Context: an optimization exercise on an open-source flow, tuned for small area. The choices shown serve that exercise and are no tape-out recipe.
The RTL was checked by simulation tests, not by an equivalence proof against the original design.
Power and IR drop assume default switching activity.

===== run.sh =====
#!/bin/bash
# synth_recipe.tcl (not shown) runs the flow's synth.tcl, then flattens the netlist and writes it again
# the make line also repeats each setting of config.mk as NAME=value (left out here)
make -C /OpenROAD-flow-scripts/flow DESIGN_CONFIG=/design/flow/config.mk WORK_HOME=/design/flow/orfs CLKGATE_MAP_FILE= SYNTH_SCRIPT=/design/flow/synth_recipe.tcl finish

===== config.mk =====
export PLATFORM = sky130hd
export DESIGN_NAME = la_top
export DESIGN_NICKNAME = la_top
export VERILOG_FILES = /design/flow/design.v
export SDC_FILE = /design/flow/constraint.sdc
export NUM_CORES = 4
export LEC_CHECK = 0
export CAP_MARGIN = 20
export CELL_PAD_IN_SITES_DETAIL_PLACEMENT = 1
export CELL_PAD_IN_SITES_GLOBAL_PLACEMENT = 2
export CORE_MARGIN = 2
export CORE_UTILIZATION = 30
export PLACE_DENSITY = 0.4
export SLEW_MARGIN = 20
export SYNTH_MEMORY_MAX_BITS = 16384

===== constraint.sdc =====
create_clock -name core_clock -period 12.5 [get_ports {clk_80m}]
set_input_delay 2.5000 -clock core_clock [delete_from_list [all_inputs] [get_ports {clk_80m}]]
set_output_delay 2.5000 -clock core_clock [all_outputs]
set_load 0.01 [all_outputs]

===== design.v =====
`timescale 1ns/1ps
package sump_pkg;
  localparam int clk_mhz    = 80;                
  localparam int div_w      = $clog2(clk_mhz);
  localparam int decade     = 10;                
  localparam int us_per_ms  = 1000;
  localparam int us_w       = 10;                
  localparam int dec_w      = 4;                 
  localparam int dec_stages = 4;
  localparam int ts_w       = us_w + dec_stages * dec_w;   
  localparam int ram_depth  = 256;
  localparam int ram_addr_w = 8;
  localparam int cnt_w      = ram_addr_w + 1;    
  localparam int word_w     = 32;
  localparam int adc_w      = 12;
  localparam int fsm_w      = 3;
  localparam int fsm_states = 2 ** fsm_w;
  localparam int tx_index_w = 8;
  localparam int op_w = 4;
  typedef enum logic [op_w-1:0] {
    op_nop       = 4'd0,
    op_arm       = 4'd1,
    op_stop      = 4'd2,
    op_src_dig   = 4'd3,
    op_src_ana   = 4'd4,
    op_rd_status = 4'd5,
    op_rd_time   = 4'd6
  } lb_opcode_t;
  typedef enum logic [1:0] {st_idle = 2'd0, st_armed = 2'd1, st_done = 2'd2} cap_state_t;
  typedef enum logic {src_dig = 1'b0, src_ana = 1'b1} src_sel_t;
  typedef enum logic {rdsel_status = 1'b0, rdsel_time = 1'b1} rd_sel_t;
  localparam int dig_fault_bit    = 0;
  localparam int dig_good_bit     = 1;
  localparam int dig_onehot_lsb   = 2;           
  localparam int dig_cadence_bit  = 10;
  localparam int dig_waveform_bit = 11;
  localparam int dig_receive_bit  = 12;
  localparam int dig_index_lsb    = 24;
  localparam int ch_id_w                = 4;
  localparam logic [ch_id_w-1:0] adc_ch_id = 4'd0;
  localparam int ana_id_lsb = 28;
  localparam int ana_a_lsb  = 12;
  localparam int ana_b_lsb  = 0;
  localparam int stat_state_lsb = 0;
  localparam int stat_src_bit   = 2;
  localparam int stat_count_lsb = 8;
endpackage
`timescale 1ns/1ps
import sump_pkg::*;
module time_base (
  input  logic            clk_80m,
  input  logic            arst_n,
  output logic            tick,        
  output logic [ts_w-1:0] timestamp    
);
  logic [div_w-1:0]      div_cnt;
  logic [us_w-1:0]       us_cnt;
  logic [dec_w-1:0]      dec_cnt [dec_stages];   
  logic [dec_stages-1:0] carry;                  
  logic [dec_stages-1:0] wrap;                   
  logic                  us_wrap;
  always_ff @(posedge clk_80m or negedge arst_n) begin
    if (!arst_n) begin
      div_cnt <= '0;
      tick    <= 1'b0;
    end else begin
      tick <= (div_cnt == div_w'(clk_mhz - 1));
      if (div_cnt == div_w'(clk_mhz - 1)) begin
        div_cnt <= '0;
      end else begin
        div_cnt <= div_cnt + 1'b1;
      end
    end
  end
  assign us_wrap = tick && (us_cnt == us_w'(us_per_ms - 1));   
  always_comb begin
    for (int i = 0; i < dec_stages; i++) begin
      wrap[i] = carry[i] && (dec_cnt[i] == dec_w'(decade - 1));
    end
  end
  always_ff @(posedge clk_80m or negedge arst_n) begin
    if (!arst_n) begin
      us_cnt  <= '0;
      carry   <= '0;
      for (int i = 0; i < dec_stages; i++) begin
        dec_cnt[i] <= '0;
      end
    end else begin
      if (tick) begin
        us_cnt <= us_wrap ? '0 : us_cnt + 1'b1;
      end
      carry <= {wrap[dec_stages-2:0], us_wrap};   
      for (int i = 0; i < dec_stages; i++) begin
        if (carry[i]) begin
          dec_cnt[i] <= wrap[i] ? '0 : dec_cnt[i] + 1'b1;
        end
      end
    end
  end
  always_comb begin
    timestamp[us_w-1:0] = us_cnt;
    for (int i = 0; i < dec_stages; i++) begin
      timestamp[us_w + i*dec_w +: dec_w] = dec_cnt[i];
    end
  end
endmodule
`timescale 1ns/1ps
import sump_pkg::*;
module probe_format (
  input  logic                  clk_80m,
  input  logic                  arst_n,
  input  logic                  psu_fault,
  input  logic                  psu_good,
  input  logic [fsm_w-1:0]      psu_fsm,
  input  logic                  tx_cadence,
  input  logic                  tx_waveform,
  input  logic                  tx_receive,
  input  logic [tx_index_w-1:0] tx_index,
  input  logic [adc_w-1:0]      adc_a,
  input  logic [adc_w-1:0]      adc_b,
  input  logic                  src_sel,
  output logic [word_w-1:0]     sample_word
);
  logic [fsm_states-1:0] fsm_onehot;
  logic [word_w-1:0]     dig_word;
  logic [word_w-1:0]     ana_word;
  assign fsm_onehot = fsm_states'(1) << psu_fsm;
  always_comb begin
    dig_word                                  = '0;
    dig_word[dig_fault_bit]                   = psu_fault;
    dig_word[dig_good_bit]                    = psu_good;
    dig_word[dig_onehot_lsb +: fsm_states]    = fsm_onehot;
    dig_word[dig_cadence_bit]                 = tx_cadence;
    dig_word[dig_waveform_bit]                = tx_waveform;
    dig_word[dig_receive_bit]                 = tx_receive;
    dig_word[dig_index_lsb +: tx_index_w]     = tx_index;
  end
  always_comb begin
    ana_word                          = '0;
    ana_word[ana_id_lsb +: ch_id_w]   = adc_ch_id;
    ana_word[ana_a_lsb +: adc_w]      = adc_a;
    ana_word[ana_b_lsb +: adc_w]      = adc_b;
  end
  always_ff @(posedge clk_80m or negedge arst_n) begin
    if (!arst_n) begin
      sample_word <= '0;
    end else begin
      sample_word <= (src_sel == src_ana) ? ana_word : dig_word;
    end
  end
endmodule
`timescale 1ns/1ps
import sump_pkg::*;
module capture_ctrl (
  input  logic                  clk_80m,
  input  logic                  arst_n,
  input  logic                  tick,          
  input  logic [word_w-1:0]     sample_word,
  input  logic                  arm,           
  input  logic                  stop,          
  output logic [1:0]            state,
  output logic [cnt_w-1:0]      wr_count,      
  output logic                  wr_en,
  output logic [ram_addr_w-1:0] wr_addr,
  output logic [word_w-1:0]     wr_data
);
  logic wr_go;   
  assign wr_go = (state == st_armed) && tick && !arm && !stop;
  always_ff @(posedge clk_80m or negedge arst_n) begin
    if (!arst_n) begin
      state    <= st_idle;
      wr_count <= '0;
    end else if (arm) begin
      wr_count <= '0;
      state    <= st_armed;
    end else if (stop) begin
      state <= st_idle;   
    end else if (wr_go) begin
      wr_count <= wr_count + 1'b1;
      if (wr_count == cnt_w'(ram_depth - 1)) begin
        state <= st_done;   
      end
    end
  end
  assign wr_en   = wr_go;
  assign wr_addr = wr_count[ram_addr_w-1:0];   
  assign wr_data = sample_word;
endmodule
`timescale 1ns/1ps
import sump_pkg::*;
module capture_ram (
  input  logic                  clk_80m,
  input  logic                  wr_en,
  input  logic [ram_addr_w-1:0] wr_addr,
  input  logic [word_w-1:0]     wr_data,
  input  logic [ram_addr_w-1:0] rd_addr,
  output logic [word_w-1:0]     rd_data    
);
  logic [word_w-1:0] mem [ram_depth];
  always_ff @(posedge clk_80m) begin
    if (wr_en) begin
      mem[wr_addr] <= wr_data;
    end
  end
  always_ff @(posedge clk_80m) begin
    rd_data <= mem[rd_addr];
  end
endmodule
`timescale 1ns/1ps
import sump_pkg::*;
module lb_regs (
  input  logic                  clk_80m,
  input  logic                  arst_n,
  input  logic                  lb_cs_ctrl,
  input  logic                  lb_cs_data,
  input  logic                  lb_wr,
  input  logic                  lb_rd,
  input  logic [word_w-1:0]     lb_wr_d,
  output logic [word_w-1:0]     lb_rd_d,
  output logic                  lb_rd_rdy,    
  input  logic [ts_w-1:0]       timestamp,
  output logic                  arm,          
  output logic                  stop,         
  output logic                  src_sel,      
  input  logic [1:0]            state,
  input  logic [cnt_w-1:0]      wr_count,
  output logic [ram_addr_w-1:0] rd_addr,
  input  logic [word_w-1:0]     rd_data
);
  logic [op_w-1:0]       opcode;
  logic                  ctrl_wr;
  logic                  ctrl_rd;
  logic                  data_wr;
  logic                  data_rd;
  logic                  rd_sel;       
  logic [ram_addr_w-1:0] rd_ptr;
  logic [word_w-1:0]     status_word;
  logic [word_w-1:0]     ctrl_word;
  logic                  rd_vld_p1;    
  logic                  rd_data_p1;   
  logic [word_w-1:0]     snap_p1;      
  assign ctrl_wr = lb_cs_ctrl && lb_wr;
  assign ctrl_rd = lb_cs_ctrl && lb_rd;
  assign data_wr = lb_cs_data && lb_wr;
  assign data_rd = lb_cs_data && lb_rd;
  assign opcode  = lb_wr_d[op_w-1:0];
  always_ff @(posedge clk_80m or negedge arst_n) begin
    if (!arst_n) begin
      arm     <= 1'b0;
      stop    <= 1'b0;
      src_sel <= src_dig;
      rd_sel  <= rdsel_status;
    end else begin
      arm  <= 1'b0;   
      stop <= 1'b0;
      if (ctrl_wr) begin
        case (opcode)
          op_nop:       ;
          op_arm:       arm     <= 1'b1;
          op_stop:      stop    <= 1'b1;
          op_src_dig:   src_sel <= src_dig;
          op_src_ana:   src_sel <= src_ana;
          op_rd_status: rd_sel  <= rdsel_status;
          op_rd_time:   rd_sel  <= rdsel_time;
          default:      ;   
        endcase
      end
    end
  end
  always_ff @(posedge clk_80m or negedge arst_n) begin
    if (!arst_n) begin
      rd_ptr <= '0;
    end else if (data_wr) begin
      rd_ptr <= lb_wr_d[ram_addr_w-1:0];
    end else if (data_rd) begin
      rd_ptr <= rd_ptr + 1'b1;   
    end
  end
  assign rd_addr = rd_ptr;
  always_comb begin
    status_word                             = '0;
    status_word[stat_state_lsb +: 2]        = state;
    status_word[stat_src_bit]               = src_sel;
    status_word[stat_count_lsb +: cnt_w]    = wr_count;
  end
  assign ctrl_word = (rd_sel == rdsel_time) ? word_w'(timestamp) : status_word;
  always_ff @(posedge clk_80m or negedge arst_n) begin
    if (!arst_n) begin
      rd_vld_p1  <= 1'b0;
      rd_data_p1 <= 1'b0;
      lb_rd_rdy  <= 1'b0;
    end else begin
      rd_vld_p1  <= ctrl_rd || data_rd;
      rd_data_p1 <= data_rd;
      lb_rd_rdy  <= rd_vld_p1;
    end
  end
  always_ff @(posedge clk_80m) begin
    snap_p1 <= ctrl_word;
    lb_rd_d <= rd_data_p1 ? rd_data : snap_p1;   
  end
endmodule
`timescale 1ns/1ps
import sump_pkg::*;
module la_top (
  input  logic                  clk_80m,
  input  logic                  arst_n,
  input  logic                  lb_cs_ctrl,
  input  logic                  lb_cs_data,
  input  logic                  lb_wr,
  input  logic                  lb_rd,
  input  logic [word_w-1:0]     lb_wr_d,
  output logic [word_w-1:0]     lb_rd_d,
  output logic                  lb_rd_rdy,
  input  logic                  psu_fault,
  input  logic                  psu_good,
  input  logic [fsm_w-1:0]      psu_fsm,
  input  logic                  tx_cadence,
  input  logic                  tx_waveform,
  input  logic                  tx_receive,
  input  logic [tx_index_w-1:0] tx_index,
  input  logic [adc_w-1:0]      adc_a,
  input  logic [adc_w-1:0]      adc_b
);
  logic              tick;          
  logic [ts_w-1:0]   timestamp;
  logic [word_w-1:0] sample_word;
  logic                  arm;
  logic                  stop;
  logic                  src_sel;
  logic [1:0]            state;
  logic [cnt_w-1:0]      wr_count;
  logic                  wr_en;
  logic [ram_addr_w-1:0] wr_addr;
  logic [word_w-1:0]     wr_data;
  logic [ram_addr_w-1:0] rd_addr;
  logic [word_w-1:0]     rd_data;
  time_base i_time_base (
    .clk_80m   (clk_80m),
    .arst_n    (arst_n),
    .tick      (tick),
    .timestamp (timestamp)
  );
  probe_format i_probe_format (
    .clk_80m     (clk_80m),
    .arst_n      (arst_n),
    .psu_fault   (psu_fault),
    .psu_good    (psu_good),
    .psu_fsm     (psu_fsm),
    .tx_cadence  (tx_cadence),
    .tx_waveform (tx_waveform),
    .tx_receive  (tx_receive),
    .tx_index    (tx_index),
    .adc_a       (adc_a),
    .adc_b       (adc_b),
    .src_sel     (src_sel),
    .sample_word (sample_word)
  );
  capture_ctrl i_capture_ctrl (
    .clk_80m     (clk_80m),
    .arst_n      (arst_n),
    .tick        (tick),
    .sample_word (sample_word),
    .arm         (arm),
    .stop        (stop),
    .state       (state),
    .wr_count    (wr_count),
    .wr_en       (wr_en),
    .wr_addr     (wr_addr),
    .wr_data     (wr_data)
  );
  capture_ram i_capture_ram (
    .clk_80m (clk_80m),
    .wr_en   (wr_en),
    .wr_addr (wr_addr),
    .wr_data (wr_data),
    .rd_addr (rd_addr),
    .rd_data (rd_data)
  );
  lb_regs i_lb_regs (
    .clk_80m    (clk_80m),
    .arst_n     (arst_n),
    .lb_cs_ctrl (lb_cs_ctrl),
    .lb_cs_data (lb_cs_data),
    .lb_wr      (lb_wr),
    .lb_rd      (lb_rd),
    .lb_wr_d    (lb_wr_d),
    .lb_rd_d    (lb_rd_d),
    .lb_rd_rdy  (lb_rd_rdy),
    .timestamp  (timestamp),
    .arm        (arm),
    .stop       (stop),
    .src_sel    (src_sel),
    .state      (state),
    .wr_count   (wr_count),
    .rd_addr    (rd_addr),
    .rd_data    (rd_data)
  );
endmodule

==> results.yml <==
status:
  status: "no timing/DRC/antenna violations"
layout:
  final_cell_area_sq_um: 374000
  nFillCells: 102000
  drive_above_1_share_pct: 26.8
  register_area_sq_um: 250000
  final_cell_mix: "8192 x edfxtp_1, 1737 x mux4_2, 966 x clkbuf_16, 803 x mux2i_1, 721 x buf_4"
  final_common_cell: "edfxtp_1"
  final_util_pct: 35.1
  multi_input_area_sq_um: 68400
  area_delta_synth_final_pct: 16.6
  layout.nets: 15800
clock_tree:
  cts_setup_buffers: 0
  cts_buffer_depth: 5
  clk_pin_slew_worst_paths_ns: 0.06
  insertion_delay_ns: 1.18
  cts_hold_buf: 0
  cts_tree: "built"
  cts_root_buf: "clkbuf_16"
  clock_sinks: 8378
  cts_resized: 0
  cts_buffers: 959
  htreeDepth: 6
route:
  wire_per_inst_um: 39.8
  routed_via_density: 5.26
  postRouteWirelength_um: 1220000
  drc_errors: 0
  drt-initial-drc-count: 17800
  ant_nets: 0
  vias: 161000
  drt-pass1-iter-count: 6
sta:
  period_minus_slack_ns: 6.47
  worstMarginPinSlew_ns: 1.46
  final.setup.worst_slack_ns: 6.03
  finalSetupViolCount: 0
  fin_crit_sh_pct: 51.8
  max_freq_mhz: 154
  clock-skew-final_ns: 0.0831
  max_slew_margin_pct: 2.76
  maxSlewViolCount: 0
  worst_hold_slack_ns: 0.340
  setup_tns_ns: 0
  hold_viol: 0
  rsz0062_at_grt: "false"
die:
  dieArea_sq_um: 1080000
  core_sq_um: 1070000
  die_w_um: 1040
  start_util_pct: 30.1
  die_h_um: 1040
  rows: 379
  ioPinCount: 111
global_routing:
  grt_pass1_wl_um: 1610000
  antenna_found_initial: 163
  grt_pass1_vias: 171000
  grt_use_total_pct: 22.3
  grt_start_max_net_pins: 169
  grt_overflow_total: 0
yosys:
  synthTopCellsByArea: "edfxtp_1 77%, mux4_2 12%, mux2i_1 2.5%"
  synth_top_cell_by_area: "edfxtp_1"
  synthArstFlopShare_pct: 1.15
  synth_edf_count: 8192
  ys_warn_count: 6
  synthCells: 14800
  yosysSeqAreaShare_pct: 78.0
  syn-num-nets: 14900
  syn_area_per_cell_sq_um: 21.7
  ys.flop_type: "edfxtp_1"
  synth-seq-cells: 8378
  ys_types: 71
  syn_area_sq_um: 321000
  synth_top_cell_area_share_pct: 76.6
power_and_ir_drop:
  power_density_nw_per_um2: 176
  leakage_nw: 123
  ir_drop_mv: 0.126
setup_path:
  reg2reg_depth: 9
  worstPathArrival_ns: 7.53
  cp-start-kind: "flop"
  path_max_fanout: 56
  regToRegSetupSlack_ns: 6.03
  timing.rr.start: "i_lb_regs.rd_ptr[1]"
  cp-end-kind: "flop"
  critical_path_required_ns: 13.56
  r2r_end: "i_capture_ram.rd_data[27]"
  worst-setup-path-type: "flop to flop"
placement:
  dp_slack_ns: 6.22
  dpl.hpwl_um: 711000
  place_area_sq_um: 344000
  io_buffers: 86
  routabilityCongestion: 0.754
worst_hold_path:
  hold_end: "i_lb_regs.lb_rd_rdy"
  hold_class: "flop to flop"
  hp-start: "i_lb_regs.rd_vld_p1"
  whs_path_depth: 0
flow_run:
  maxCapViolCount: 0
==> worst max-delay path, stage by stage, from the launching register on <==
cell,delay [ns]
dfrtp_4,1.00
buf_12,0.39
buf_4,0.71
buf_4,0.62
mux4_2,0.40
mux2i_1,0.35
o21ai_0,0.17
a21oi_1,0.90
a32oi_2,0.85
mux2_2,0.55
==> worst max-delay path by stage <==
stage	start	depth (start not counted)	end	slack, ns
finish	i_lb_regs.rd_ptr[1]	9	i_capture_ram.rd_data[27]	6.03
global route	i_lb_regs.rd_ptr[1]	9	i_capture_ram.rd_data[27]	6.09
global placement	i_lb_regs.rd_ptr[0]	10	i_capture_ram.rd_data[25]	5.99
floorplan	i_probe_format.sample_word[0]	0	i_capture_ram.mem[0][0]	8.53
CTS	i_lb_regs.rd_ptr[1]	9	i_capture_ram.rd_data[27]	6.19
detailed placement	i_lb_regs.rd_ptr[1]	9	i_capture_ram.rd_data[27]	6.22
==> report_power, final <==
part,total [mW],leakage (nW),internal [mW],switching [mW]
Clock,27.3,14.8,15.7,11.7
Combinational,7.52,24.9,2.38,5.15
Sequential,31.1,83.1,30.8,0.314
Total,66.0,123,48.9,17.1
==> cell families after synthesis <==
logic type	count (synthesis)	share of synthesized area [%]
buffers and inverters	895	1.68
muxes	2637	15.0
and+or+nand+nor	1292	1.84
AOI/OAI and AO/OA	1533	3.38
adders and majority gates	16	0.0624
DFF	8378	78.0
xor gates and xnor gates	18	0.0491
==> per-stage QoR <==
stage | instances | total power, mW
finish | 30700 | 66.0
global route | 30700 | 68.1
CTS | 30600 | 66.9
detailed placement | 28800 | 39.4
global placement | 28800 | 39.3
floorplan | 14800 | 35.5
==> synthesized netlist by cell type, drive strengths merged (46+ instances only) <==
master and number:
o31ai 113, and3 61, a21oi 276, clkbuf 379, o21ai 175, edfxtp 8192
mux2i 804, nor4 46, a22oi 127, mux2 96, nand3 128, buf 499
nand2 388, a31oi 48, dfxtp 90, dfrtp 96, nor2 441, a221oi 166
mux4 1737, o22ai 221, a211oi 56, a221o 119
==> cell type report <==
cell class / instances / area share [%]
Timing Repair Buffer: 871 / 2.00
Clock buffer: 1195 / 6.74
Antenna cell: 89 / 0.0595
Inverter: 17 / 0.0211
Multi-Input combinational cell: 5496 / 18.3
Sequential cell: 8378 / 66.9
Clock inverter: 574 / 1.32
Tap cell: 14100 / 4.71
==> sequential cells by signal, indices dropped and copies added (netlist names), 8 cells and up <==
name / count
i_lb_regs.lb_rd_d: 32
i_capture_ctrl.wr_count: 9
i_lb_regs.snap_p1: 26
i_time_base.dec_cnt: 16
i_time_base.us_cnt: 10
i_capture_ram.rd_data: 32
i_capture_ram.mem: 8192
i_lb_regs.rd_ptr: 8
i_probe_format.sample_word: 32
==> layer usage <==
metal	routed length [um]	global-route usage [%]
met5	40	0
met4	27900	4.57
met3	62200	3.33
met2	579000	36.5
met1	552000	31.7

[afterwards: timing with drivers on the ports]
How much do the figures lean on ideal ports? The routed layout below was timed once more, with nothing changed but the port constraints. Step 1 (the two cells are an assumption about what drives the block):
set clk [get_ports {clk_80m}]
set_driving_cell -lib_cell sky130_fd_sc_hd__clkbuf_16 $clk
set_driving_cell -lib_cell sky130_fd_sc_hd__buf_2 [delete_from_list [all_inputs] $clk]
Step 2 moves the port delays by t, midway between the first and last clock arrival at a register: inputs arrive t later, outputs are due t later. That takes back most of the time a late clock gives input paths. Three values: ideal, step 1, step 2; two values: the first two.
shift t [ns]: 1.286
setup WS [ns]: 6.026 / 6.026 / 6.026
worst register clock-pin slew, ns: 0.07 / 0.07
worst slew at a driven data input, ns: 0.18
After both steps setup and hold are still met in this run. The setup slack of this run moves by 0.000 ns with the drivers and by 0.000 ns with both steps.
